This is an optimization exercise on Yosys and OpenROAD, whose aim is small area, not a production implementation.
In this exercise RTL edits were held to simulation tests only and were not proved equivalent to the original.
Power is estimated from default activity; no workload was simulated.

==> design.v <==
`default_nettype none
package usbAudioPkg;
   typedef enum logic [7:0] {
      SET_CUR           = 8'h01,    
      SET_ADDRESS       = 8'h05,
      GET_DESCRIPTOR    = 8'h06,    
      SET_CONFIGURATION = 8'h09,
      SET_INTERFACE     = 8'h0B,
      GET_CUR           = 8'h81,    
      GET_MIN           = 8'h82,
      GET_MAX           = 8'h83,
      GET_RES           = 8'h84
   } requestCodeT;
   typedef enum logic [3:0] {
      idle,
      getRequest, getValueLow, getValueHigh,    
      getIndexLow, getIndexHigh,
      getLengthLow, getLengthHigh,
      getEoP,
      setAddress, setConfiguration, setInterface,
      setControl, getControl, sendControl
   } controlStateT;
   localparam logic [7:0]  MUTE_CONTROL        = 8'h01;
   localparam logic [7:0]  VOLUME_CONTROL      = 8'h02;
   localparam logic [15:0] FEATURE_UNIT_TARGET = 16'h0002;    
   localparam logic [15:0] STREAM_INTERFACE    = 16'd1;
   localparam logic [15:0] VOLUME_RESET = 16'h1400;    
   localparam logic [15:0] VOLUME_MIN   = 16'h0000;
   localparam logic [15:0] VOLUME_MAX   = 16'h7FFF;
   localparam logic [15:0] VOLUME_RES   = 16'h0001;
   localparam int FIFO_ADDR_BITS = 10;
   localparam logic [FIFO_ADDR_BITS-1:0] FIFO_PREFILL = 10'd384;    
   localparam logic [9:0]  SAMPLE_PERIOD    = 10'd1000;            
   localparam logic [9:0]  SAMPLE_PHASE     = 10'd501;             
   localparam logic [9:0]  PWM_MIDPOINT     = 10'd500;
   localparam logic [3:0]  AUDIO_ENDPOINT   = 4'd1;
endpackage
`default_nettype wire
`default_nettype none
import usbAudioPkg::*;
module setupControl (
   input  wire         USB_Clk,
   input  wire         softReset,
   input  wire  [3:0]  endpoint,
   input  wire         outSetup,
   input  wire         outSoP,
   input  wire         outEoP,
   input  wire  [7:0]  outData,
   input  wire         outValid,
   input  wire         inAck,
   input  wire         error,
   input  wire         inWaitRequest,
   input  wire  [15:0] getValue,
   input  wire         getValid,
   input  wire         lastByte,
   output logic [6:0]  address,
   output logic        stall,
   output logic        inReady,
   output logic        writeMute,
   output logic        writeVolumeLeft,
   output logic        writeVolumeRight,
   output logic        writeAltSetting,
   output logic [15:0] writeValue,
   output logic        loadResponse,
   output logic [15:0] responseValue,
   output logic [1:0]  responseSize,
   output logic [7:0]  requestCode,
   output logic [7:0]  controlSelect,
   output logic [7:0]  channelSelect,
   output logic [15:0] target
);
   usbAudioPkg::controlStateT state;
   usbAudioPkg::controlStateT dispatchState;
   logic [1:0]   requestType;      
   logic [15:0]  value;            
   logic [15:0]  index;            
   logic [15:0]  dataWord;         
   logic         dataStageDone;
   logic         muteSel;
   logic         leftSel;
   logic         rightSel;
   logic         setState;
   logic         commit;
   assign controlSelect = value[15:8];
   assign channelSelect = value[7:0];
   assign target        = index;
   assign muteSel  = (target == FEATURE_UNIT_TARGET) && (controlSelect == MUTE_CONTROL)
                     && (channelSelect == 8'd0);
   assign leftSel  = (target == FEATURE_UNIT_TARGET) && (controlSelect == VOLUME_CONTROL)
                     && (channelSelect == 8'd1);
   assign rightSel = (target == FEATURE_UNIT_TARGET) && (controlSelect == VOLUME_CONTROL)
                     && (channelSelect == 8'd2);
   assign commit           = (state == setControl) && dataStageDone && inAck;
   assign writeMute        = commit && muteSel;
   assign writeVolumeLeft  = commit && leftSel;
   assign writeVolumeRight = commit && rightSel;
   assign writeAltSetting  = (state == setInterface) && inAck && (index == STREAM_INTERFACE);
   assign writeValue       = (state == setInterface) ? value : dataWord;
   assign setState = (state == setAddress) || (state == setConfiguration)
                     || (state == setInterface) || (state == setControl);
   assign loadResponse  = (setState && !inReady) || ((state == getControl) && getValid);
   assign responseValue = getValue;
   assign responseSize  = (state != getControl)          ? 2'd0 :
                          (controlSelect == MUTE_CONTROL) ? 2'd1 : 2'd2;
   always_comb begin
      dispatchState = idle;    
      if (requestType == 2'b00) begin    
         case (requestCode)
            SET_ADDRESS:       dispatchState = setAddress;
            SET_CONFIGURATION: dispatchState = setConfiguration;
            SET_INTERFACE:     dispatchState = setInterface;
            GET_DESCRIPTOR:    dispatchState = idle;    
            default:           dispatchState = idle;
         endcase
      end else if (requestType == 2'b01) begin    
         case (requestCode)
            SET_CUR:                            dispatchState = setControl;
            GET_CUR, GET_MIN, GET_MAX, GET_RES: dispatchState = getControl;
            default:                            dispatchState = idle;
         endcase
      end
   end
   always_ff @(posedge USB_Clk) begin
      if (softReset) begin
         state         <= idle;
         address       <= '0;
         stall         <= 1'b0;
         inReady       <= 1'b0;
         dataStageDone <= 1'b0;
      end else if (outValid && outSoP && outSetup) begin    
         requestType   <= outData[6:5];
         stall         <= 1'b0;
         inReady       <= 1'b0;
         dataStageDone <= 1'b0;
         state         <= getRequest;
      end else if (endpoint == 4'd0) begin
         case (state)
            getRequest: if (outValid) begin
               requestCode <= outData;
               state       <= getValueLow;
            end
            getValueLow: if (outValid) begin
               value[7:0] <= outData;
               state      <= getValueHigh;
            end
            getValueHigh: if (outValid) begin
               value[15:8] <= outData;
               state       <= getIndexLow;
            end
            getIndexLow: if (outValid) begin
               index[7:0] <= outData;
               state      <= getIndexHigh;
            end
            getIndexHigh: if (outValid) begin
               index[15:8] <= outData;
               state       <= getLengthLow;
            end
            getLengthLow:  if (outValid) state <= getLengthHigh;
            getLengthHigh: if (outValid) state <= getEoP;
            getEoP: if (outValid && outEoP) begin
               state <= dispatchState;
               if (dispatchState == idle) stall <= 1'b1;
            end
            setAddress, setConfiguration, setInterface: begin
               if (inAck) begin
                  inReady <= 1'b0;
                  state   <= idle;
                  if (state == setAddress) address <= value[6:0];
               end else begin
                  inReady <= 1'b1;    
               end
            end
            setControl: begin
               if (inAck) begin
                  inReady <= 1'b0;
                  state   <= idle;
               end else begin
                  inReady <= 1'b1;
                  if (outValid && outEoP) begin
                     dataStageDone <= 1'b1;
                     if (!(muteSel || leftSel || rightSel)) begin    
                        stall   <= 1'b1;
                        inReady <= 1'b0;
                        state   <= idle;
                     end
                  end else if (outValid) begin
                     dataWord <= {outData, dataWord[15:8]};    
                  end
               end
            end
            getControl: begin
               dataStageDone <= 1'b0;
               if (getValid) begin
                  inReady <= 1'b1;
                  state   <= sendControl;
               end else begin
                  stall <= 1'b1;
                  state <= idle;
               end
            end
            sendControl: begin
               if (outValid && outEoP) begin    
                  inReady <= 1'b0;
                  state   <= idle;
               end else if (inReady) begin
                  if (!inWaitRequest && lastByte) inReady <= 1'b0;
               end else if (inAck) begin
                  dataStageDone <= 1'b1;
               end else if (error && !dataStageDone) begin
                  state <= getControl;    
               end
            end
            default: state <= idle;
         endcase
      end
   end
endmodule
`default_nettype wire
`default_nettype none
import usbAudioPkg::*;
module featureUnitRegs (
   input  wire         USB_Clk,
   input  wire         softReset,
   input  wire         writeMute,
   input  wire         writeVolumeLeft,
   input  wire         writeVolumeRight,
   input  wire         writeAltSetting,
   input  wire  [15:0] writeValue,
   input  wire  [7:0]  requestCode,
   input  wire  [7:0]  controlSelect,
   input  wire  [7:0]  channelSelect,
   input  wire  [15:0] target,
   output logic        mute,
   output logic        altSetting,
   output logic [15:0] getValue,
   output logic        getValid
);
   logic [15:0] volumeLeft;     
   logic [15:0] volumeRight;
   always_ff @(posedge USB_Clk) begin
      if (softReset) begin
         mute        <= 1'b0;
         altSetting  <= 1'b0;    
         volumeLeft  <= VOLUME_RESET;
         volumeRight <= VOLUME_RESET;
      end else begin
         if (writeMute)        mute        <= writeValue[8];    
         if (writeVolumeLeft)  volumeLeft  <= writeValue;
         if (writeVolumeRight) volumeRight <= writeValue;
         if (writeAltSetting)  altSetting  <= writeValue[0];
      end
   end
   always_comb begin
      getValue = 16'h0000;
      getValid = 1'b0;
      if (target == FEATURE_UNIT_TARGET) begin
         if ((controlSelect == MUTE_CONTROL) && (channelSelect == 8'd0)
             && (requestCode == GET_CUR)) begin
            getValue = {15'd0, mute};
            getValid = 1'b1;
         end else if ((controlSelect == VOLUME_CONTROL)
                      && ((channelSelect == 8'd1) || (channelSelect == 8'd2))) begin
            getValid = 1'b1;
            case (requestCode)
               GET_CUR: getValue = (channelSelect == 8'd1) ? volumeLeft : volumeRight;
               GET_MIN: getValue = VOLUME_MIN;
               GET_MAX: getValue = VOLUME_MAX;
               GET_RES: getValue = VOLUME_RES;
               default: getValid = 1'b0;
            endcase
         end
      end
   end
endmodule
`default_nettype wire
`default_nettype none
module inResponder (
   input  wire         USB_Clk,
   input  wire         softReset,
   input  wire         loadResponse,
   input  wire  [15:0] responseValue,
   input  wire  [1:0]  responseSize,
   input  wire         inReady,
   input  wire         inWaitRequest,
   input  wire         inAck,
   output logic [7:0]  inData,
   output logic        inZeroLength,
   output logic        inSequence,
   output logic        lastByte
);
   logic [15:0] shiftReg;
   logic [1:0]  size;
   logic [1:0]  count;     
   logic        take;
   assign take         = inReady && !inWaitRequest;
   assign inData       = shiftReg[7:0];    
   assign inZeroLength = (size == 2'd0);   
   assign lastByte     = (count + 2'd1 == size);
   always_ff @(posedge USB_Clk) begin
      if (softReset) begin
         size       <= 2'd0;
         count      <= 2'd0;
         inSequence <= 1'b0;
      end else begin
         if (inAck) inSequence <= !inSequence;
         if (loadResponse) begin
            size       <= responseSize;
            count      <= 2'd0;
            inSequence <= 1'b1;    
         end else if (take) begin
            count <= count + 2'd1;
         end
      end
   end
   always_ff @(posedge USB_Clk) begin
      if (loadResponse) shiftReg <= responseValue;
      else if (take)    shiftReg <= {8'h00, shiftReg[15:8]};
   end
endmodule
`default_nettype wire
`default_nettype none
import usbAudioPkg::*;
module sampleFifo (
   input  wire         USB_Clk,
   input  wire         softReset,
   input  wire         altSetting,
   input  wire  [3:0]  endpoint,
   input  wire         outValid,
   input  wire         outEoP,
   input  wire  [7:0]  outData,
   input  wire         sampleStrobe,
   output logic [31:0] sampleWord         
);
   logic [31:0] mem [0:(2**FIFO_ADDR_BITS)/4-1];
   logic [FIFO_ADDR_BITS-1:0] writeAddr;     
   logic [FIFO_ADDR_BITS-3:0] readAddr;      
   logic [7:0]  writeByte;
   logic        writePending;
   logic        eopPending;
   logic        audioPacket;
   logic        clear;
   logic        playing;
   assign audioPacket = altSetting && (endpoint == AUDIO_ENDPOINT) && outValid;
   assign clear       = softReset || !altSetting;
   always_ff @(posedge USB_Clk) begin
      writeByte <= outData;
      if (clear) begin
         writePending <= 1'b0;
         eopPending   <= 1'b0;
      end else begin
         writePending <= audioPacket && !outEoP;
         eopPending   <= audioPacket && outEoP;
      end
   end
   always_ff @(posedge USB_Clk) begin
      if (writePending)
         mem[writeAddr[FIFO_ADDR_BITS-1:2]][{writeAddr[1:0], 3'b000} +: 8] <= writeByte;
   end
   always_ff @(posedge USB_Clk) begin
      if (clear) begin
         writeAddr  <= '0;
         readAddr   <= '0;
         playing    <= 1'b0;
         sampleWord <= '0;    
      end else begin
         if (writePending)    writeAddr <= writeAddr + 1'b1;
         else if (eopPending) writeAddr[1:0] <= 2'b00;    
         if (writeAddr == FIFO_PREFILL) playing <= 1'b1;
         if (playing && sampleStrobe) begin
            sampleWord <= mem[readAddr];
            readAddr   <= readAddr + 1'b1;
         end
      end
   end
endmodule
`default_nettype wire
`default_nettype none
import usbAudioPkg::*;
module audioPwm (
   input  wire         USB_Clk,
   input  wire         softReset,
   input  wire         mute,
   input  wire  [31:0] sampleWord,
   output logic        sampleStrobe,
   output logic [1:0]  audio
);
   logic [9:0]  phase;       
   logic [9:0]  pwmCount;
   logic [9:0]  leftDuty;
   logic [9:0]  rightDuty;
   logic        leftPwm;
   logic        rightPwm;
   assign sampleStrobe = (phase == SAMPLE_PHASE);
   always_ff @(posedge USB_Clk) begin
      if (softReset) begin
         phase     <= '0;
         pwmCount  <= '0;
         leftDuty  <= '0;
         rightDuty <= '0;
         leftPwm   <= 1'b0;
         rightPwm  <= 1'b0;
      end else begin
         phase    <= (phase == SAMPLE_PERIOD - 10'd1) ? 10'd0 : phase + 10'd1;
         if (sampleStrobe) begin
            leftDuty  <= {sampleWord[15], sampleWord[15:7]} + PWM_MIDPOINT;
            rightDuty <= {sampleWord[31], sampleWord[31:23]} + PWM_MIDPOINT;
            pwmCount  <= '0;
         end else begin
            pwmCount <= pwmCount + 10'd1;
         end
         leftPwm  <= (leftDuty > pwmCount);
         rightPwm <= (rightDuty > pwmCount);
      end
   end
   assign audio = mute ? 2'b00 : {leftPwm, rightPwm};
endmodule
`default_nettype wire
`default_nettype none
import usbAudioPkg::*;
module usbAudioFunction (
   input  wire        USB_Clk,
   input  wire        rst,
   input  wire  [3:0] endpoint,
   input  wire        outSetup,
   input  wire        outSoP,
   input  wire        outEoP,
   input  wire  [7:0] outData,
   input  wire        outValid,
   input  wire        inWaitRequest,
   input  wire        inAck,
   input  wire        error,
   input  wire        resetRequest,
   output logic [6:0] address,
   output logic       stall,
   output logic [7:0] inData,
   output logic       inReady,
   output logic       inZeroLength,
   output logic       inSequence,
   output logic       outWaitRequest,
   output logic [1:0] audio              
);
   logic        softReset;
   logic        writeMute;
   logic        writeVolumeLeft;
   logic        writeVolumeRight;
   logic        writeAltSetting;
   logic [15:0] writeValue;
   logic        loadResponse;
   logic [15:0] responseValue;
   logic [1:0]  responseSize;
   logic [7:0]  requestCode;
   logic [7:0]  controlSelect;
   logic [7:0]  channelSelect;
   logic [15:0] target;
   logic [15:0] getValue;
   logic        getValid;
   logic        lastByte;
   logic        mute;
   logic        altSetting;
   logic        sampleStrobe;
   logic [31:0] sampleWord;
   always_ff @(posedge USB_Clk) begin
      softReset <= rst || resetRequest;
   end
   assign outWaitRequest = (endpoint > AUDIO_ENDPOINT);    
   setupControl    setupControlInst (.*);
   featureUnitRegs featureUnitRegsInst (.*);
   inResponder     inResponderInst (.*);
   sampleFifo      sampleFifoInst (.*);
   audioPwm        audioPwmInst (.*);
endmodule
`default_nettype wire
==> run.sh <==
#!/bin/bash
# synth_recipe.tcl (not shown) runs the flow's synth.tcl, then flattens the netlist and writes it again
# the make line also repeats each setting of config.mk as NAME=value (left out here)
make -C /OpenROAD-flow-scripts/flow DESIGN_CONFIG=/design/flow/config.mk WORK_HOME=/design/flow/orfs CLKGATE_MAP_FILE= SYNTH_SCRIPT=/design/flow/synth_recipe.tcl finish
==> config.mk <==
export PLATFORM = sky130hd
export DESIGN_NAME = usbAudioFunction
export DESIGN_NICKNAME = usbAudioFunction
export VERILOG_FILES = /design/flow/design.v
export SDC_FILE = /design/flow/constraint.sdc
export NUM_CORES = 4
export LEC_CHECK = 0
export CAP_MARGIN = 20
export CORE_MARGIN = 2
export CORE_UTILIZATION = 45
export PLACE_DENSITY = 0.6
export SLEW_MARGIN = 20
export SYNTH_MEMORY_MAX_BITS = 16384
==> constraint.sdc <==
create_clock -name core_clock -period 10.0 [get_ports {USB_Clk}]
set_input_delay 2.0000 -clock core_clock [delete_from_list [all_inputs] [get_ports {USB_Clk}]]
set_output_delay 2.0000 -clock core_clock [all_outputs]
set_load 0.01 [all_outputs]
==> summary.txt, run 1 <==
Outcome: finished clean
First-pass GRT wire length: 795000 um
Antenna violations before repair: 48
Die W: 654 um
Min Tclk post-route: 5540 ps
Register area share after synthesis: 75.3%
Setup_tns: 0 ps
Root buffer cell: clkbuf_16
Post-synth ARST share: 0%
Row count: 238
DRC viols: 0
Max VDD drop: 147 uV
H-tree depth: 5
Fill count: 33300
Layout net count: 10200
RSZ-0062 raised after global routing: false
Final Max Tran Viols: 0
Max stage delay on crit path: 880 ps
Hold crit path type: flip-flop to flip-flop
Vias in the first global route: 100000
P_leak: 51.7 nW
Mean post-synth cell area: 19.1 um2
Main flop type after synthesis: edfxtp_1
Die area: 428000 um2
Share of cells above drive strength 1: 21.1%
Fin area: 214000 um2
Hold buffers post-CTS: 0
Worst-Margin Slew: 1290 ps
HPWL after detailed placement: 363000 um
Max-Cap Viols: 0
Grt total ovfl: 0
CP arrival: 6470 ps
Relative slew slack: 14.2%
Endpoints failing hold: 0
Post-CTS Setup Inserts: 0
Final GP Congestion: 0.945
Wire per inst: 35.7 um
CTS tree: yes
Placed instance area: 198000 um2
Mapped Cells: 9960
Worst-case clock buffer depth: 4
Final setup viols: 0
WS Path Type: flip-flop to flip-flop
Total wire length: 577000 um
Data required, critical path: 10940 ps
Initial DRC Count: 15900
Vias: 103000
Slowest-stage cell, CP: a21oi_1
CTS Sinks: 4825
Synth Cell Area: 190000 um2
Core area: 421000 um2
Post-cts resize count: 0
CP startpoint kind: flip-flop
Ranking of synthesized cells by area: edfxtp_1, mux4_2, nor2_1
Starting density of the core: 45.3%
Fmax: 181 MHz
Largest fanout on the critical path: 83
Syn Nets: 10000
Clock buffer count from CTS: 475
Final core utilization: 50.8%
CTS clk-pin slew, worst paths: 60 ps
Dominant cell type by area after synthesis: edfxtp_1
Worst skew pair latency: 1040 ps
Vias per cell: 6.34
Hold WS: 452 ps
Setup crit end kind: flip-flop
All-Layer GR Usage: 26.6%
Area fraction of the dominant cell type after synthesis: 73.8%
Post-synth cell types: 82
P per Cell Area: 186 nW/um2
Flops & latches, synth: 4825
Area Growth Syn to Fin: 12.2%
Final ANT Viol Nets: 0
Tcrit/Tclk final: 55.4%
Top Ports: 44
Post-synth EDFFs: 4682
Clk_skew: 98.9 ps
Yosys synthesis warning count: 6
Port bufs: 43
1st-pass router iterations: 7
Die height: 654 um
CP cell instances: buf_12, buf_12, mux4_2, a22o_1, a211oi_1, a21oi_1, a21oi_1, o21ai_0, a41o_1
Largest net degree at the start of global routing: 224
## placed cells by master (no fill, tap or decap), types with 71 or more instances in the layout
cell type / n
edfxtp_1: 4682
nor2_1: 1206
mux4_2: 1083
clkbuf_16: 482
nand2_1: 411
mux2i_1: 401
buf_4: 227
a21oi_1: 153
dfxtp_1: 135
o21ai_0: 118
clkinv_1: 116
a22oi_1: 98
clkinv_2: 93
clkbuf_1: 93
a221oi_1: 72
a211oi_1: 71
## final timing paths
path,startpoint,end,slack (ps),depth (start not counted)
hold / removal,setupControlInst.dataWord[11]$_DFFE_PP_,setupControlInst.dataWord[3]$_DFFE_PP_,450,0
setup / recovery,sampleFifoInst.readAddr[0]$_SDFFE_PP0P_,sampleFifoInst.sampleWord[9]$_SDFFE_PP0P_,4460,9
setup reg to reg,sampleFifoInst.readAddr[0]$_SDFFE_PP0P_,sampleFifoInst.sampleWord[9]$_SDFFE_PP0P_,4460,9
hold reg to reg,setupControlInst.dataWord[11]$_DFFE_PP_,setupControlInst.dataWord[3]$_DFFE_PP_,450,0
## power breakdown
part | switching [W] | internal [W]
clock | 0.00775 | 0.0102
combinational | 0.0000392 | 0.0000155
sequential | 0.00000422 | 0.0218
total | 0.00780 | 0.0320
## sequential cells by signal, indices dropped and copies added (netlist names), 16 cells and up
register / flops
sampleFifoInst.mem: 4608
featureUnitRegsInst.volumeLeft: 16
sampleFifoInst.sampleWord: 18
setupControlInst.dataWord: 16
setupControlInst.value: 16
setupControlInst.index: 16
featureUnitRegsInst.volumeRight: 16
inResponderInst.shiftReg: 16
## layout make-up
| type | count | area, um2 | share of cell area (%) |
|---|---|---|---|
| sequential | 4825 | 143000 | 67.1 |
| multi-input combinational | 4469 | 44700 | 20.9 |
| clock buffer | 586 | 12600 | 5.88 |
| tap | 5640 | 7060 | 3.30 |
| clock inverter | 293 | 2890 | 1.35 |
| timing repair buffer | 309 | 2850 | 1.34 |
| inverter | 34 | 139 | 0.0650 |
| antenna | 21 | 52.6 | 0.0246 |
## kinds of logic (layout without fill, tap and decap cells)
logic type | after synthesis | count (layout) | share of synthesized area, %
DFF | 4825 | 4825 | 75.3
and+or+nand+nor | 2000 | 2000 | 4.35
muxes | 1521 | 1521 | 15.1
AOI/OAI and AO/OA | 878 | 878 | 3.26
buffers and inverters | 666 | 1222 | 1.52
xor gates and xnor gates | 40 | 40 | 0.184
adders and majority gates | 30 | 30 | 0.197
other | 0 | 21 | 0
## critical path, delay by kind of cell (launching register included)
| family | cells | cell delay (ps) |
|---|---|---|
| flops | 1 | 780 |
| compound gates | 6 | 2650 |
| buf+inv | 2 | 1240 |
| mux | 1 | 580 |
## metrics by stage
stage,total power [W],cells,setup WS [ps]
6_report,0.0398,16200,4460
5_1_grt,0.0407,16200,4430
4_1_cts,0.0400,16200,4550
3_5_place_dp,0.0223,15300,4560
3_3_place_gp,0.0223,15300,4060
2_1_floorplan,0.0223,9960,5130
## metal layers
| layer | part of all wire, % | wire length (um) | track usage (%) | up-vias |
|---|---|---|---|---|
| li1 | - | - | - | 40700 |
| met1 | 38 | 220000 | 36.3 | 54500 |
| met2 | 46 | 267000 | 41.3 | 6142 |
| met3 | 11 | 60800 | 5.94 | 1110 |
| met4 | 5.0 | 28700 | 11.2 | 22 |
| met5 | 0.031 | 176 | 0.0679 | - |
## cells in the mapped netlist, types with 71 or more instances
cell	number
mux2i_1	401
dfxtp_1	143
buf_2	135
a21oi_1	153
mux4_2	1083
buf_1	82
a22oi_1	99
o21ai_0	120
nand2_1	416
clkbuf_1	356
a211oi_1	71
nor2_1	1251
edfxtp_1	4682
a221oi_1	73
==> inputs of run 2 (changes only) <==
--- a/design.v
+++ b/design.v
@@ -329,9 +329,11 @@
    input  wire         outEoP,
    input  wire  [7:0]  outData,
    input  wire         sampleStrobe,
-   output logic [31:0] sampleWord         
+   output logic [17:0] sampleWord         
 );
-   logic [31:0] mem [0:(2**FIFO_ADDR_BITS)/4-1];
+   localparam int WORDS = 256;
+   localparam int W     = 18;
+   localparam int TAPS  = 32;
    logic [FIFO_ADDR_BITS-1:0] writeAddr;     
    logic [FIFO_ADDR_BITS-3:0] readAddr;      
    logic [7:0]  writeByte;
@@ -352,9 +354,69 @@
          eopPending   <= audioPacket && outEoP;
       end
    end
+   function automatic logic [W-1:0] laneBits(input logic [3:0] lanes);
+      laneBits = {{8{lanes[3]}}, lanes[2], {8{lanes[1]}}, lanes[0]};
+   endfunction
+   logic [W-1:0] byteBits;                   
+   assign byteBits = {writeByte, writeByte[7], writeByte, writeByte[7]};
+   logic [3:0] writeLane;
+   assign writeLane = writePending ? (4'b0001 << writeAddr[1:0]) : 4'b0000;
+   logic [7:0]   turn;                       
+   logic [W-1:0] ring [0:WORDS-1];
+   logic [W-1:0] ringNext [0:WORDS-1];
+   logic [W-1:0] entryData [0:3];
+   logic [3:0]   entryMask [0:3];
+   logic [5:0]   entryWord [0:3];            
+   logic [1:0]   busEntry;
+   logic [7:0]   busPlace;
+   logic         busDue;
+   logic [W-1:0] busData;
+   logic [3:0]   busMask;
+   assign busEntry = ~turn[1:0];
+   assign busPlace = {entryWord[busEntry], busEntry} + turn + 8'd1;
+   assign busDue   = (busPlace[2:0] == 3'd0);
+   assign busData  = entryData[busEntry];
+   assign busMask  = busDue ? entryMask[busEntry] : 4'b0000;
+   always_comb begin
+      for (int p = 0; p < WORDS; p++) begin
+         ringNext[p] = ring[(p + WORDS - 1) % WORDS];
+         if ((p % (WORDS / TAPS)) == 0) begin
+            if (busPlace[7:3] == p / (WORDS / TAPS))
+               ringNext[p] = (busData & laneBits(busMask)) | (ring[(p + WORDS - 1) % WORDS] & ~laneBits(busMask));
+         end
+      end
+   end
    always_ff @(posedge USB_Clk) begin
-      if (writePending)
-         mem[writeAddr[FIFO_ADDR_BITS-1:2]][{writeAddr[1:0], 3'b000} +: 8] <= writeByte;
+      turn <= turn + 8'd1;
+      for (int p = 0; p < WORDS; p++)
+         ring[p] <= ringNext[p];
+   end
+   always_ff @(posedge USB_Clk) begin
+      for (int e = 0; e < 4; e++) begin
+         if (writePending && (writeAddr[3:2] == e[1:0])) begin
+            entryWord[e] <= writeAddr[9:4];
+            entryData[e] <= (entryData[e] & ~laneBits(writeLane)) | (byteBits & laneBits(writeLane));
+         end
+         entryMask[e] <= (entryMask[e] & ~((busEntry == e[1:0]) ? busMask : 4'b0000))
+                         | ((writeAddr[3:2] == e[1:0]) ? writeLane : 4'b0000);
+      end
+   end
+   logic [W-1:0] nextWord;
+   logic [3:0]   have;
+   logic         atTap0;
+   logic [3:0]   snoop;
+   logic [3:0]   load;
+   logic         advance;
+   assign advance = playing && sampleStrobe;
+   assign atTap0  = (readAddr + turn + 8'd1 == 8'd0);
+   assign snoop   = (writeAddr[9:2] == readAddr) ? writeLane : 4'b0000;
+   assign load    = atTap0 ? ~have : 4'b0000;
+   always_ff @(posedge USB_Clk) begin
+      nextWord <= (nextWord & ~laneBits(snoop | load))
+                  | (byteBits & laneBits(snoop))
+                  | (ringNext[0] & laneBits(load & ~snoop));
+      if (clear || advance) have <= 4'b0000;
+      else                  have <= have | snoop | load;
    end
    always_ff @(posedge USB_Clk) begin
       if (clear) begin
@@ -366,8 +428,8 @@
          if (writePending)    writeAddr <= writeAddr + 1'b1;
          else if (eopPending) writeAddr[1:0] <= 2'b00;    
          if (writeAddr == FIFO_PREFILL) playing <= 1'b1;
-         if (playing && sampleStrobe) begin
-            sampleWord <= mem[readAddr];
+         if (advance) begin
+            sampleWord <= nextWord;
             readAddr   <= readAddr + 1'b1;
          end
       end
@@ -380,36 +442,34 @@
    input  wire         USB_Clk,
    input  wire         softReset,
    input  wire         mute,
-   input  wire  [31:0] sampleWord,
+   input  wire  [17:0] sampleWord,
    output logic        sampleStrobe,
    output logic [1:0]  audio
 );
-   logic [9:0]  phase;       
-   logic [9:0]  pwmCount;
-   logic [9:0]  leftDuty;
-   logic [9:0]  rightDuty;
+   logic signed [9:0] count;
+   logic signed [8:0] leftSample;
+   logic signed [8:0] rightSample;
+   logic        dutyValid;
    logic        leftPwm;
    logic        rightPwm;
-   assign sampleStrobe = (phase == SAMPLE_PHASE);
+   assign sampleStrobe = (count == 10'sd499);
    always_ff @(posedge USB_Clk) begin
       if (softReset) begin
-         phase     <= '0;
-         pwmCount  <= '0;
-         leftDuty  <= '0;
-         rightDuty <= '0;
+         count     <= -10'sd2;
+         dutyValid <= 1'b0;
          leftPwm   <= 1'b0;
          rightPwm  <= 1'b0;
       end else begin
-         phase    <= (phase == SAMPLE_PERIOD - 10'd1) ? 10'd0 : phase + 10'd1;
-         if (sampleStrobe) begin
-            leftDuty  <= {sampleWord[15], sampleWord[15:7]} + PWM_MIDPOINT;
-            rightDuty <= {sampleWord[31], sampleWord[31:23]} + PWM_MIDPOINT;
-            pwmCount  <= '0;
-         end else begin
-            pwmCount <= pwmCount + 10'd1;
-         end
-         leftPwm  <= (leftDuty > pwmCount);
-         rightPwm <= (rightDuty > pwmCount);
+         count    <= sampleStrobe ? -10'sd500 : count + 10'sd1;
+         if (sampleStrobe) dutyValid <= 1'b1;
+         leftPwm  <= dutyValid && (leftSample > count);
+         rightPwm <= dutyValid && (rightSample > count);
+      end
+   end
+   always_ff @(posedge USB_Clk) begin
+      if (sampleStrobe) begin
+         leftSample  <= sampleWord[8:0];
+         rightSample <= sampleWord[17:9];
       end
    end
    assign audio = mute ? 2'b00 : {leftPwm, rightPwm};
@@ -458,7 +518,7 @@
    logic        mute;
    logic        altSetting;
    logic        sampleStrobe;
-   logic [31:0] sampleWord;
+   logic [17:0] sampleWord;
    always_ff @(posedge USB_Clk) begin
       softReset <= rst || resetRequest;
    end
==> summary.txt, run 2 <==
HPWL after detailed placement: 96700 um
Final setup viols: 0
Max FFs per register: 4608
Area fraction of the dominant cell type after synthesis: 82.8%
Commonest cells after routing, fill and taps aside: dfxtp_1, mux2_2, clkbuf_16
Final ANT Viol Nets: 0
Synth top cells by count: dfxtp_1, mux2_2, nand2_1, edfxtp_1, nor2_1
Mean post-synth cell area: 16.9 um2
Max VDD drop: 201 uV
Largest net degree at the start of global routing: 64
Post-synth cell types: 79
Dominant cell type by area after synthesis: dfxtp_1
H-tree depth: 5
Vias in the first global route: 47900
RSZ-0062 raised after global routing: false
P per Cell Area: 272 nW/um2
Die height: 510 um
Final core utilization: 53.0%
Post-synth EDFFs: 188
Starting density of the core: 45.3%
Most common cell after layout, fill and taps aside: dfxtp_1
Core area: 254000 um2
Port bufs: 43
Data required, critical path: 10820 ps
P_leak: 53.9 nW
CTS clk-pin slew, worst paths: 60 ps
CP startpoint kind: flip-flop
Share of cells above drive strength 1: 18.6%
Total wire length: 176000 um
Die area: 260000 um2
CTS tree: yes
Min Tclk post-route: 5270 ps
Antenna violations before repair: 3
Root buffer cell: clkbuf_16
R2R Setup Slk: 4730 ps
Fill count: 20000
Final Max Tran Viols: 0
Top Ports: 44
Max stage delay on crit path: 790 ps
Final setup margin: 4730 ps
Area Growth Syn to Fin: 16.9%
DRC viols: 0
Endpoints failing hold: 0
Ranking of synthesized cells by area: dfxtp_1, mux2_2, edfxtp_1
WS Path Type: flip-flop to flip-flop
Final Total Pwr: 0.0367 W
First-pass GRT wire length: 273000 um
Combined area of the multi-input logic cells: 13600 um2
Yosys synthesis warning count: 11
All-Layer GR Usage: 13.5%
CP arrival: 6090 ps
Post-CTS Setup Inserts: 0
Row count: 185
Worst-Margin Slew: 1060 ps
Worst skew pair latency: 950 ps
Clk_skew: 72.1 ps
Layout net count: 7267
Max-Cap Viols: 0
Tcrit/Tclk final: 52.7%
Die W: 510 um
Synth Cell Area: 115000 um2
Setup crit end kind: flip-flop
Largest fanout on the critical path: 37
Slowest-stage cell, CP: ha_4
Clock buffer count from CTS: 436
Post-synth ARST share: 0%
1st-pass router iterations: 6
Hold crit path type: flip-flop to flip-flop
Worst slack, placed: 4740 ps
Wire per inst: 16.1 um
Worst-case clock buffer depth: 4
Post-cts resize count: 0
CP cell instances: ha_4, mux2_2, ha_1, or2_2, nor2_1, o21ai_0, mux2i_1, and2_0, nand2_1, mux2_1
Initial DRC Count: 2751
Vias: 47300
Flops & latches, synth: 4956
Setup_tns: 0 ps
Hold buffers post-CTS: 0
Final GP Congestion: 0.801
Register area: 101000 um2
Vias per cell: 4.33
Outcome: finished clean
Cell with the most instances after synthesis: dfxtp_1
Relative slew slack: 29.0%
Fmax: 190 MHz
Register area share after synthesis: 87.7%
Grt total ovfl: 0
Mapped Cells: 6829
Main flop type after synthesis: dfxtp_1
Syn Nets: 6894
CTS Sinks: 4956
-- run 2: power breakdown --
group	internal (W)	switching [W]
logic	0.0000199	0.0000298
registers	0.0199	0.00000983
clock network	0.00999	0.00675
total	0.0299	0.00679
-- run 2: per-layer routing --
metal | vias up | wire length (um) | track usage (%)
met3 | 389 | 7470 | 2.83
met2 | 777 | 74100 | 19.8
met5 | - | 0 | 0
li1 | 23200 | - | -
met1 | 22900 | 89300 | 19.7
met4 | 0 | 4800 | 4.89
-- run 2: critical path: cells and delay by family, from the launching register on --
family | cells | cell delay (ps)
flip-flops | 1 | 460
adder cells (fa/ha/maj) | 2 | 1250
multiplexers | 3 | 1500
AO/OA/AOI/OAI | 1 | 150
AND/OR/NAND/NOR | 4 | 1720
-- run 2: cell families after synthesis --
| kind of cell | share of synthesized area, % |
|---|---|
| multiplexers | 6.23 |
| XOR/XNOR | 0.355 |
| adder cells (fa/ha/maj) | 0.467 |
| AND/OR/NAND/NOR | 2.75 |
| buffers and inverters | 0.746 |
| flip-flops | 87.7 |
| AO/OA/AOI/OAI | 1.78 |
-- run 2: area by class of cell --
class                   instances  area share, %
diodes                          3        0.00557
clock buffers                 654           9.75
clock inverters               130           1.23
inverters                      65          0.181
multi-input cells            1657           10.1
flip-flops and latches       4956           75.0
well taps                    3366           3.13
repair buffers                 86          0.559
-- run 2: through the flow --
stage                     instances  cell area [um2]  hold WS [ps]
after global placement        10100           120000           310
after floorplan                6829           115000           310
final                         10900           135000           273
after global routing          10900           135000           284
after CTS                     10900           135000           268
after detailed placement      10100           120000           312
-- run 2: final timing paths --
path,from,to,cells after the start
max reg2reg,sampleFifoInst.turn[1]$_DFF_P_,sampleFifoInst.ring[8][10]$_DFF_P_,10
max,sampleFifoInst.turn[1]$_DFF_P_,sampleFifoInst.ring[8][10]$_DFF_P_,10
min reg2reg,sampleFifoInst.ring[202][3]$_DFF_P_,sampleFifoInst.ring[203][3]$_DFF_P_,0
min,sampleFifoInst.ring[202][3]$_DFF_P_,sampleFifoInst.ring[203][3]$_DFF_P_,0
==> inputs of run 3 (changes only) <==
--- a/design.v
+++ b/design.v
@@ -50,7 +50,6 @@
    input  wire         inAck,
    input  wire         error,
    input  wire         inWaitRequest,
-   input  wire  [15:0] getValue,
    input  wire         getValid,
    input  wire         lastByte,
    output logic [6:0]  address,
@@ -60,63 +59,61 @@
    output logic        writeVolumeLeft,
    output logic        writeVolumeRight,
    output logic        writeAltSetting,
-   output logic [15:0] writeValue,
+   output logic        altValue,
+   output logic [15:0] dataWord,         
    output logic        loadResponse,
-   output logic [15:0] responseValue,
    output logic [1:0]  responseSize,
-   output logic [7:0]  requestCode,
-   output logic [7:0]  controlSelect,
-   output logic [7:0]  channelSelect,
-   output logic [15:0] target
+   output logic [1:0]  getKind,          
+   output logic        muteTarget,       
+   output logic        volumeTarget,     
+   output logic        leftChannel       
 );
    usbAudioPkg::controlStateT state;
-   usbAudioPkg::controlStateT dispatchState;
+   usbAudioPkg::controlStateT dispatch;    
    logic [1:0]   requestType;      
-   logic [15:0]  value;            
-   logic [15:0]  index;            
-   logic [15:0]  dataWord;         
+   logic [7:0]   channelSelect;    
+   logic         csMute;           
+   logic         csVolume;         
+   logic         index1;           
+   logic         index2;           
    logic         dataStageDone;
    logic         muteSel;
    logic         leftSel;
    logic         rightSel;
    logic         setState;
    logic         commit;
-   assign controlSelect = value[15:8];
-   assign channelSelect = value[7:0];
-   assign target        = index;
-   assign muteSel  = (target == FEATURE_UNIT_TARGET) && (controlSelect == MUTE_CONTROL)
-                     && (channelSelect == 8'd0);
-   assign leftSel  = (target == FEATURE_UNIT_TARGET) && (controlSelect == VOLUME_CONTROL)
-                     && (channelSelect == 8'd1);
-   assign rightSel = (target == FEATURE_UNIT_TARGET) && (controlSelect == VOLUME_CONTROL)
-                     && (channelSelect == 8'd2);
+   usbAudioPkg::controlStateT decoded;
+   assign muteSel      = index2 && csMute && (channelSelect == 8'd0);
+   assign leftSel      = index2 && csVolume && (channelSelect == 8'd1);
+   assign rightSel     = index2 && csVolume && (channelSelect == 8'd2);
+   assign muteTarget   = muteSel;
+   assign volumeTarget = leftSel || rightSel;
+   assign leftChannel  = channelSelect[0];
    assign commit           = (state == setControl) && dataStageDone && inAck;
    assign writeMute        = commit && muteSel;
    assign writeVolumeLeft  = commit && leftSel;
    assign writeVolumeRight = commit && rightSel;
-   assign writeAltSetting  = (state == setInterface) && inAck && (index == STREAM_INTERFACE);
-   assign writeValue       = (state == setInterface) ? value : dataWord;
+   assign writeAltSetting  = (state == setInterface) && inAck && index1;
+   assign altValue         = channelSelect[0];
    assign setState = (state == setAddress) || (state == setConfiguration)
                      || (state == setInterface) || (state == setControl);
    assign loadResponse  = (setState && !inReady) || ((state == getControl) && getValid);
-   assign responseValue = getValue;
-   assign responseSize  = (state != getControl)          ? 2'd0 :
-                          (controlSelect == MUTE_CONTROL) ? 2'd1 : 2'd2;
+   assign responseSize  = (state != getControl) ? 2'd0 :
+                          csMute                  ? 2'd1 : 2'd2;
    always_comb begin
-      dispatchState = idle;    
+      decoded = idle;    
       if (requestType == 2'b00) begin    
-         case (requestCode)
-            SET_ADDRESS:       dispatchState = setAddress;
-            SET_CONFIGURATION: dispatchState = setConfiguration;
-            SET_INTERFACE:     dispatchState = setInterface;
-            GET_DESCRIPTOR:    dispatchState = idle;    
-            default:           dispatchState = idle;
+         case (outData)
+            SET_ADDRESS:       decoded = setAddress;
+            SET_CONFIGURATION: decoded = setConfiguration;
+            SET_INTERFACE:     decoded = setInterface;
+            default:           decoded = idle;
          endcase
       end else if (requestType == 2'b01) begin    
-         case (requestCode)
-            SET_CUR:                            dispatchState = setControl;
-            GET_CUR, GET_MIN, GET_MAX, GET_RES: dispatchState = getControl;
-            default:                            dispatchState = idle;
+         case (outData)
+            SET_CUR:                            decoded = setControl;
+            GET_CUR, GET_MIN, GET_MAX, GET_RES: decoded = getControl;
+            default:                            decoded = idle;
          endcase
       end
    end
@@ -136,36 +133,42 @@
       end else if (endpoint == 4'd0) begin
          case (state)
             getRequest: if (outValid) begin
-               requestCode <= outData;
-               state       <= getValueLow;
+               dispatch <= decoded;
+               getKind  <= outData[1:0];
+               state    <= getValueLow;
             end
             getValueLow: if (outValid) begin
-               value[7:0] <= outData;
-               state      <= getValueHigh;
+               channelSelect <= outData;
+               state         <= getValueHigh;
             end
             getValueHigh: if (outValid) begin
-               value[15:8] <= outData;
-               state       <= getIndexLow;
+               csMute   <= (outData == MUTE_CONTROL);
+               csVolume <= (outData == VOLUME_CONTROL);
+               state    <= getIndexLow;
             end
             getIndexLow: if (outValid) begin
-               index[7:0] <= outData;
-               state      <= getIndexHigh;
+               index1 <= (outData == 8'd1);
+               index2 <= (outData == 8'd2);
+               state  <= getIndexHigh;
             end
             getIndexHigh: if (outValid) begin
-               index[15:8] <= outData;
-               state       <= getLengthLow;
+               if (outData != 8'd0) begin
+                  index1 <= 1'b0;
+                  index2 <= 1'b0;
+               end
+               state <= getLengthLow;
             end
             getLengthLow:  if (outValid) state <= getLengthHigh;
             getLengthHigh: if (outValid) state <= getEoP;
             getEoP: if (outValid && outEoP) begin
-               state <= dispatchState;
-               if (dispatchState == idle) stall <= 1'b1;
+               state <= dispatch;
+               if (dispatch == idle) stall <= 1'b1;
             end
             setAddress, setConfiguration, setInterface: begin
                if (inAck) begin
                   inReady <= 1'b0;
                   state   <= idle;
-                  if (state == setAddress) address <= value[6:0];
+                  if (state == setAddress) address <= channelSelect[6:0];
                end else begin
                   inReady <= 1'b1;    
                end
@@ -225,14 +228,15 @@
    input  wire         writeVolumeLeft,
    input  wire         writeVolumeRight,
    input  wire         writeAltSetting,
-   input  wire  [15:0] writeValue,
-   input  wire  [7:0]  requestCode,
-   input  wire  [7:0]  controlSelect,
-   input  wire  [7:0]  channelSelect,
-   input  wire  [15:0] target,
+   input  wire         altValue,
+   input  wire  [15:0] dataWord,
+   input  wire  [1:0]  getKind,         
+   input  wire         muteTarget,
+   input  wire         volumeTarget,
+   input  wire         leftChannel,
    output logic        mute,
    output logic        altSetting,
-   output logic [15:0] getValue,
+   output logic [15:0] getValue,        
    output logic        getValid
 );
    logic [15:0] volumeLeft;     
@@ -244,32 +248,21 @@
          volumeLeft  <= VOLUME_RESET;
          volumeRight <= VOLUME_RESET;
       end else begin
-         if (writeMute)        mute        <= writeValue[8];    
-         if (writeVolumeLeft)  volumeLeft  <= writeValue;
-         if (writeVolumeRight) volumeRight <= writeValue;
-         if (writeAltSetting)  altSetting  <= writeValue[0];
+         if (writeMute)        mute        <= dataWord[8];    
+         if (writeVolumeLeft)  volumeLeft  <= dataWord;
+         if (writeVolumeRight) volumeRight <= dataWord;
+         if (writeAltSetting)  altSetting  <= altValue;
       end
    end
+   assign getValid = (muteTarget && (getKind == 2'b01)) || volumeTarget;
    always_comb begin
-      getValue = 16'h0000;
-      getValid = 1'b0;
-      if (target == FEATURE_UNIT_TARGET) begin
-         if ((controlSelect == MUTE_CONTROL) && (channelSelect == 8'd0)
-             && (requestCode == GET_CUR)) begin
-            getValue = {15'd0, mute};
-            getValid = 1'b1;
-         end else if ((controlSelect == VOLUME_CONTROL)
-                      && ((channelSelect == 8'd1) || (channelSelect == 8'd2))) begin
-            getValid = 1'b1;
-            case (requestCode)
-               GET_CUR: getValue = (channelSelect == 8'd1) ? volumeLeft : volumeRight;
-               GET_MIN: getValue = VOLUME_MIN;
-               GET_MAX: getValue = VOLUME_MAX;
-               GET_RES: getValue = VOLUME_RES;
-               default: getValid = 1'b0;
-            endcase
-         end
-      end
+      case (getKind)
+         2'b01:   getValue = leftChannel ? volumeLeft : volumeRight;
+         2'b10:   getValue = VOLUME_MIN;
+         2'b11:   getValue = VOLUME_MAX;
+         default: getValue = VOLUME_RES;
+      endcase
+      if (muteTarget) getValue = {15'd0, mute};
    end
 endmodule
 `default_nettype wire
@@ -278,7 +271,7 @@
    input  wire         USB_Clk,
    input  wire         softReset,
    input  wire         loadResponse,
-   input  wire  [15:0] responseValue,
+   input  wire  [15:0] getValue,        
    input  wire  [1:0]  responseSize,
    input  wire         inReady,
    input  wire         inWaitRequest,
@@ -288,12 +281,13 @@
    output logic        inSequence,
    output logic        lastByte
 );
-   logic [15:0] shiftReg;
    logic [1:0]  size;
    logic [1:0]  count;     
+   logic        drained;   
    logic        take;
    assign take         = inReady && !inWaitRequest;
-   assign inData       = shiftReg[7:0];    
+   assign inData       = drained  ? 8'h00 :
+                         count[0] ? getValue[15:8] : getValue[7:0];    
    assign inZeroLength = (size == 2'd0);   
    assign lastByte     = (count + 2'd1 == size);
    always_ff @(posedge USB_Clk) begin
@@ -313,8 +307,8 @@
       end
    end
    always_ff @(posedge USB_Clk) begin
-      if (loadResponse) shiftReg <= responseValue;
-      else if (take)    shiftReg <= {8'h00, shiftReg[15:8]};
+      if (loadResponse)                        drained <= 1'b0;
+      else if (take && (count != 2'd0))        drained <= 1'b1;
    end
 endmodule
 `default_nettype wire
@@ -504,14 +498,14 @@
    logic        writeVolumeLeft;
    logic        writeVolumeRight;
    logic        writeAltSetting;
-   logic [15:0] writeValue;
+   logic        altValue;
+   logic [15:0] dataWord;
    logic        loadResponse;
-   logic [15:0] responseValue;
    logic [1:0]  responseSize;
-   logic [7:0]  requestCode;
-   logic [7:0]  controlSelect;
-   logic [7:0]  channelSelect;
-   logic [15:0] target;
+   logic [1:0]  getKind;
+   logic        muteTarget;
+   logic        volumeTarget;
+   logic        leftChannel;
    logic [15:0] getValue;
    logic        getValid;
    logic        lastByte;
--- a/config.mk
+++ b/config.mk
@@ -7,7 +7,9 @@
 export LEC_CHECK = 0
 export CAP_MARGIN = 20
 export CORE_MARGIN = 2
-export CORE_UTILIZATION = 45
-export PLACE_DENSITY = 0.6
+export CORE_UTILIZATION = 60
+export CTS_CLUSTER_DIAMETER = 100
+export CTS_CLUSTER_SIZE = 25
+export PLACE_DENSITY = 0.7
 export SLEW_MARGIN = 20
 export SYNTH_MEMORY_MAX_BITS = 16384
==> summary.txt, run 3 <==
Post-cts resize count: 0
Slowest-stage cell, CP: or4b_1
Crit Reg-Reg Endpoint: sampleFifoInst.ring[208][11]$_DFF_P_
HP Start: sampleFifoInst.ring[180][5]$_DFF_P_
Core area: 188000 um2
Register area share after synthesis: 88.1%
P_leak: 48.6 nW
Die height: 439 um
R2R Setup Slk: 5050 ps
Yosys synthesis warning count: 11
Post-CTS Setup Inserts: 0
Main flop type after synthesis: dfxtp_1
Largest family of logic cells by synthesized area: multiplexers
Hold buffers post-CTS: 0
Row count: 159
Synth Cell Area: 114000 um2
Max VDD drop: 179 uV
Clk_skew: 36.5 ps
Met1 Use GR: 25.8%
CTS tree: yes
Area Growth Syn to Fin: 8.20%
Vias per cell: 4.71
Synth top cells by count: dfxtp_1, mux2_2, nand2_1, edfxtp_1, nor2_1
WS Path Type: flip-flop to output pin
Post-synth cell types: 77
Ranking of synthesized cells by area: dfxtp_1, mux2_2, edfxtp_1
Crit path max-delay family: simple AND/OR/NAND/NOR gates
Total wire length: 165000 um
Fmax: 179 MHz
Port bufs: 43
Worst-Margin Slew: 1060 ps
Starting density of the core: 60.5%
Max-Cap Viols: 0
Largest fanout on the critical path: 7
Min Tclk post-route: 5590 ps
Mean post-synth cell area: 17.0 um2
Hold Path Depth: 0
Final Total Pwr: 0.0292 W
Final Max Tran Viols: 0
Commonest cells after routing, fill and taps aside: dfxtp_1, mux2_2, nand2_1
Most common cell after layout, fill and taps aside: dfxtp_1
Vias in the first global route: 44800
1st-pass router iterations: 5
Post-synth ARST share: 0%
P per Cell Area: 237 nW/um2
Dominant cell type by area after synthesis: dfxtp_1
Flops & latches, synth: 4919
Met3 Resource Use GR: 2.91%
Die area: 193000 um2
Final setup viols: 0
Die W: 439 um
Grt total ovfl: 0
Initial DRC Count: 2742
Clock buffer count from CTS: 215
Setup_tns: 0 ps
Reg2Reg Depth: 16
Post-synth EDFFs: 150
Worst skew pair latency: 870 ps
Adder-cell area share of the yosys netlist: 0.485%
Area fraction of the dominant cell type after synthesis: 84.1%
Root buffer cell: clkbuf_16
CP startpoint kind: flip-flop
All-Layer GR Usage: 17.3%
First-pass GRT wire length: 257000 um
Wire per inst: 17.6 um
Mux share of post-synthesis cell area: 6.44%
Largest net degree at the start of global routing: 63
Syn Nets: 6761
Worst-case clock buffer depth: 3
CP arrival: 3590 ps
Reg-to-Reg Start: sampleFifoInst.turn[0]$_DFF_P_
DRC viols: 0
Hold crit path type: flip-flop to flip-flop
Cell with the most instances after synthesis: dfxtp_1
Max stage delay on crit path: 560 ps
RSZ-0062 raised after global routing: false
HPWL after detailed placement: 92900 um
Simple-gate share of the synthesized area: 2.64%
WP buf/inv: 1
Hold Path Sink: sampleFifoInst.ring[181][5]$_DFF_P_
Top Ports: 44
Synth Area in Compound Gates: 1.35%
M2 GR Usage: 26.1%
Endpoints failing hold: 0
Final core utilization: 65.4%
Combined area of the multi-input logic cells: 13000 um2
Tcrit/Tclk final: 55.9%
CTS Sinks: 4919
Mapped Cells: 6695
Final ANT Viol Nets: 0
Outcome: finished clean
Antenna violations before repair: 3
Fill count: 12800
Layout net count: 6924
Register area: 100000 um2
CP cell instances: or4b_1, nor4_2, nor4bb_1, nor3b_1, o21a_1, clkdlybuf4s50_1
Data required, critical path: 8000 ps
CTS clk-pin slew, worst paths: 110 ps
Setup crit end kind: output pin
Synth Area in XOR/XNOR: 0.360%
GR peak layer: met2
Vias: 44300
H-tree depth: 4
Relative slew slack: 29.4%
Final GP Congestion: 0.818
Share of cells above drive strength 1: 13.6%
Max FFs per register: 4608
==> run 3: cell types whose count changed in the layout (fill, tap and decap cells not counted), moves of 38 or more <==
cell,previous run,this run
clkbuf_16,451,217
clkbuf_8,109,0
clkbuf_1,93,21
clkinv_2,62,0
nand2_1,207,260
nor2_1,162,113
edfxtp_1,188,150
==> run 3: metrics by stage <==
| step | instance area (um2) | worst slack [ps] | instances | hold WS, ps |
|---|---|---|---|---|
| after floorplan | 114000 | 5570 | 6695 | 310 |
| after global placement | 117000 | 4690 | 9136 | 309 |
| after detailed placement | 117000 | 4690 | 9136 | 312 |
| after CTS | 123000 | 4320 | 9389 | 302 |
| after global routing | 123000 | 4130 | 9390 | 313 |
| final | 123000 | 4410 | 9393 | 310 |
==> run 3: kinds of logic (layout without fill, tap and decap cells) <==
| group | count (synthesis) | in the layout |
|---|---|---|
| multiplexers | 644 | 644 |
| flip-flops | 4919 | 4919 |
| buffers and inverters | 195 | 394 |
| adder cells (fa/ha/maj) | 44 | 44 |
| other | 0 | 4 |
| AO/OA/AOI/OAI | 233 | 233 |
| AND/OR/NAND/NOR | 615 | 615 |
| XOR/XNOR | 45 | 45 |
==> run 3: where the power goes <==
group	internal (W)	leakage [nW]	total (W)	switching, W
combinational	0.0000230	6.01	0.0000513	0.0000283
sequential	0.0197	39.7	0.0197	0.0000115
clock	0.00394	2.81	0.00943	0.00549
total	0.0236	48.6	0.0292	0.00553
==> run 3: worst register-to-register path, stage by stage, from the launching register on <==
cell and delay [ps]:
dfxtp_1 410, inv_1 130, ha_1 220, buf_4 250
a22oi_1 230, nand2_1 70, mux2_2 280, inv_1 60
ha_1 290, and2b_1 230, o31ai_1 210, a21oi_1 210
xnor2_4 490, buf_4 330, nand2_2 430, nor2_2 580
mux2_2 400
==> run 3: worst max path at each step <==
stage                                                      startpoint              to  slack [ps]  cells after the start
after floorplan                                           endpoint[1]  outWaitRequest        5570                      1
after global placement                                    endpoint[1]  outWaitRequest        4690                      3
after detailed placement                                  endpoint[1]  outWaitRequest        4690                      3
after CTS                 setupControlInst.channelSelect[5]$_DFFE_PP_       inData[1]        4320                      6
after global routing      setupControlInst.channelSelect[5]$_DFFE_PP_       inData[1]        4130                      6
final                     setupControlInst.channelSelect[5]$_DFFE_PP_       inData[1]        4410                      6
==> run 3: area by class of cell <==
class / count / share of cell area [%]
diodes: 4 / 0.00815
multi-input cells: 1581 / 10.6
flip-flops and latches: 4919 / 81.4
well taps: 2495 / 2.54
clock buffers: 238 / 4.48
repair buffers: 81 / 0.583
clock inverters: 15 / 0.203
inverters: 60 / 0.183
==> run 3: routing by layer <==
metal,wire length [um],share of wire [%]
met4,3430,2.1
met5,0,0
met2,71800,43
met1,83900,51
met3,6320,3.8
==> inputs of run 4 (changes only) <==
--- a/design.v
+++ b/design.v
@@ -360,15 +360,17 @@
    logic [W-1:0] ringNext [0:WORDS-1];
    logic [W-1:0] entryData [0:3];
    logic [3:0]   entryMask [0:3];
-   logic [5:0]   entryWord [0:3];            
+   logic [7:0]   lastWord;
    logic [1:0]   busEntry;
    logic [7:0]   busPlace;
    logic         busDue;
    logic [W-1:0] busData;
    logic [3:0]   busMask;
    assign busEntry = ~turn[1:0];
-   assign busPlace = {entryWord[busEntry], busEntry} + turn + 8'd1;
-   assign busDue   = (busPlace[2:0] == 3'd0);
+   logic         borrow;
+   assign borrow   = (lastWord[1:0] < busEntry);
+   assign busPlace = {lastWord[7:2] + turn[7:2] + {5'd0, !borrow}, 2'b00};
+   assign busDue   = !busPlace[2];
    assign busData  = entryData[busEntry];
    assign busMask  = busDue ? entryMask[busEntry] : 4'b0000;
    always_comb begin
@@ -376,7 +378,10 @@
          ringNext[p] = ring[(p + WORDS - 1) % WORDS];
          if ((p % (WORDS / TAPS)) == 0) begin
             if (busPlace[7:3] == p / (WORDS / TAPS))
-               ringNext[p] = (busData & laneBits(busMask)) | (ring[(p + WORDS - 1) % WORDS] & ~laneBits(busMask));
+               ringNext[p] = ~((((((p / (WORDS / TAPS)) % 2) == 0) ? ~busData : busData) & laneBits(busMask))
+                               | (ring[(p + WORDS - 1) % WORDS] & ~laneBits(busMask)));
+            else
+               ringNext[p] = ~ring[(p + WORDS - 1) % WORDS];
          end
       end
    end
@@ -386,11 +391,10 @@
          ring[p] <= ringNext[p];
    end
    always_ff @(posedge USB_Clk) begin
+      if (writePending) lastWord <= writeAddr[9:2];
       for (int e = 0; e < 4; e++) begin
-         if (writePending && (writeAddr[3:2] == e[1:0])) begin
-            entryWord[e] <= writeAddr[9:4];
+         if (writePending && (writeAddr[3:2] == e[1:0]))
             entryData[e] <= (entryData[e] & ~laneBits(writeLane)) | (byteBits & laneBits(writeLane));
-         end
          entryMask[e] <= (entryMask[e] & ~((busEntry == e[1:0]) ? busMask : 4'b0000))
                          | ((writeAddr[3:2] == e[1:0]) ? writeLane : 4'b0000);
       end
@@ -402,7 +406,7 @@
    logic [3:0]   load;
    logic         advance;
    assign advance = playing && sampleStrobe;
-   assign atTap0  = (readAddr + turn + 8'd1 == 8'd0);
+   assign atTap0  = (turn == ~readAddr);    
    assign snoop   = (writeAddr[9:2] == readAddr) ? writeLane : 4'b0000;
    assign load    = atTap0 ? ~have : 4'b0000;
    always_ff @(posedge USB_Clk) begin
==> summary.txt, run 4 <==
Final Max Tran Viols: 0
Clk_skew: 40.1 ps
Mapped Cells: 6761
Initial DRC Count: 2902
Hold crit path type: flip-flop to flip-flop
Post-CTS Setup Inserts: 0
Final setup viols: 0
Final ANT Viol Nets: 0
CP cell instances: nor3b_1, nand2_1, nor2_1, nor3b_1, o311a_1, clkdlybuf4s50_1
Port bufs: 43
Synth Cell Area: 112000 um2
Die area: 190000 um2
Root buffer cell: clkbuf_16
First-pass GRT wire length: 268000 um
CTS clk-pin slew, worst paths: 100 ps
RSZ-0062 raised after global routing: false
Endpoints failing hold: 0
Area fraction of the dominant cell type after synthesis: 85.3%
DR top layer: met4
CTS tree: yes
Core area: 185000 um2
H-tree depth: 4
Most used cell, CP: nor3b_1
Vias per cell: 4.81
Post-synth cell types: 79
Worst-case clock buffer depth: 3
CTS Sinks: 4903
Total wire length: 177000 um
Main flop type after synthesis: dfxtp_1
Placed instance area: 115000 um2
WP buf/inv: 1
Worst skew pair latency: 870 ps
CP arrival: 3690 ps
Clock power share: 32.3%
P_int: 0.0235 W
Dominant cell type by area after synthesis: dfxtp_1
All-Layer GR Usage: 18.5%
Wire per inst: 18.8 um
Metal2 WL: 75700 um
Grt total ovfl: 0
Max stage delay on crit path: 870 ps
Mean post-synth cell area: 16.5 um2
Data required, critical path: 8000 ps
Fmax: 176 MHz
Outcome: finished clean
Most common cell after layout, fill and taps aside: dfxtp_1
Max-Cap Viols: 0
Largest fanout on the critical path: 15
Switching Fraction: 19.0%
Share of cells above drive strength 1: 5.75%
WS Path Type: flip-flop to output pin
Cell with the most instances after synthesis: dfxtp_1
Die height: 436 um
Worst-Margin Slew: 1130 ps
Wl on met1: 91000 um
Area Growth Syn to Fin: 8.24%
1st-pass router iterations: 6
Register area share after synthesis: 88.9%
HPWL after detailed placement: 102000 um
Flops & latches, synth: 4903
DRC viols: 0
Logic pwr share: 0.2%
Post-cts resize count: 0
Fin area: 121000 um2
Min Tclk post-route: 5690 ps
CP startpoint kind: flip-flop
Commonest cells after routing, fill and taps aside: dfxtp_1, mux2i_1, nand2_1
Die W: 436 um
Antenna violations before repair: 7
Max FFs per register: 4608
P per Cell Area: 240 nW/um2
Layout net count: 6986
Final GP Congestion: 0.819
Setup crit end kind: output pin
Post-synth ARST share: 0%
Crit path max-delay family: simple AND/OR/NAND/NOR gates
Post-synth EDFFs: 134
Ranking of synthesized cells by area: dfxtp_1, mux2i_1, edfxtp_1
Routed met3 length: 6680 um
Yosys synthesis warning count: 10
NetSw: 0.00551 W
P_leak: 47.9 nW
Vias in the first global route: 44900
Tcrit/Tclk final: 56.9%
Seq pwr share: 67.5%
Clock buffer count from CTS: 214
Relative slew slack: 24.4%
Starting density of the core: 60.3%
Row count: 158
Vias: 45400
Setup_tns: 0 ps
Syn Nets: 6821
Largest net degree at the start of global routing: 64
Top Ports: 44
Slowest-stage cell, CP: edfxtp_1
Synth top cells by count: dfxtp_1, mux2i_1, nand2_1, nor2_1, o22ai_1
Max VDD drop: 214 uV
Hold buffers post-CTS: 0
## run 4: metrics by stage
step	utilization (%)	hold WS [ps]	setup WS (ps)	power (W)	cells
global route	65.3	306	4080	0.0300	9439
detailed placement	62.2	312	4550	0.0201	9190
finish	65.3	309	4310	0.0290	9441
global placement	62.2	310	4630	0.0201	9189
CTS	65.3	301	4220	0.0293	9439
floorplan	-	310	5630	0.0201	6761
## run 4: area by class of cell
type                    count  area (um2)
clock buffers             234        5470
inverters                  35         131
fillers                 12700       64300
well taps                2480        3100
multi-input cells        1688       11900
diodes                      2        5.00
repair buffers             84         746
flip-flops and latches   4903       99500
clock inverters            15         235
## run 4: kinds of logic after synthesis
group / synth area share [%]
flip-flops: 88.9
adder cells (fa/ha/maj): 0.438
AND/OR/NAND/NOR: 3.11
multiplexers: 4.10
XOR/XNOR: 0.391
buffers and inverters: 0.596
AO/OA/AOI/OAI: 2.43
## run 4: power by group through the flow
stage	sequential, W	combinational (W)	clock, W
after global routing	0.0196	0.0000562	0.0103
after detailed placement	0.0201	0.0000507	0
after floorplan	0.0201	0.0000294	0
after global placement	0.0201	0.0000490	0
final	0.0196	0.0000512	0.00939
after CTS	0.0196	0.0000512	0.00961
## run 4: worst paths after layout
check	from	end	slack, ps	cells after the start
worst max-delay path	setupControlInst.channelSelect[0]$_DFFE_PP_	inData[7]	4310	6
worst min-delay path	sampleFifoInst.ring[221][12]$_DFF_P_	sampleFifoInst.ring[222][12]$_DFF_P_	310	0
worst max register to register	sampleFifoInst.turn[1]$_DFF_P_	sampleFifoInst.ring[120][10]$_DFF_P_	5420	11
worst min register to register	sampleFifoInst.ring[221][12]$_DFF_P_	sampleFifoInst.ring[222][12]$_DFF_P_	310	0
## run 4: per-layer routing
layer | global-route usage (%) | up-vias
met1 | 28.4 | 22100
met3 | 2.75 | 255
li1 | - | 22200
met5 | 0 | -
met4 | 5.13 | 0
met2 | 27.5 | 793

## port drivers added, routing unchanged
In the flow no input, the clock included, has a driving cell. The finished layouts below were timed again as built, in two steps.
Step 1, drivers: a clkbuf_16 drives USB_Clk and a buf_2 each remaining input, both assumed.
Step 2 also shifts input and output timing later by t, the mid clock arrival at the registers, as if the neighbouring blocks saw the same clock.
Three values: ideal, step 1, step 2; two values: the first two.
run | t, ns | slack for setup (ns) | pins driven straight from the clock port
run 1 | 1.102 | 4.461 / 4.461 / 4.461 | 1
run 2 | 1.012 | 4.730 / 4.730 / 4.730 | 1
run 3 | 0.936 | 4.413 / 4.334 / 4.669 | 1
run 4 | 0.945 | 4.306 / 4.219 / 4.554 | 1
After both steps setup and hold are still met in every run listed.
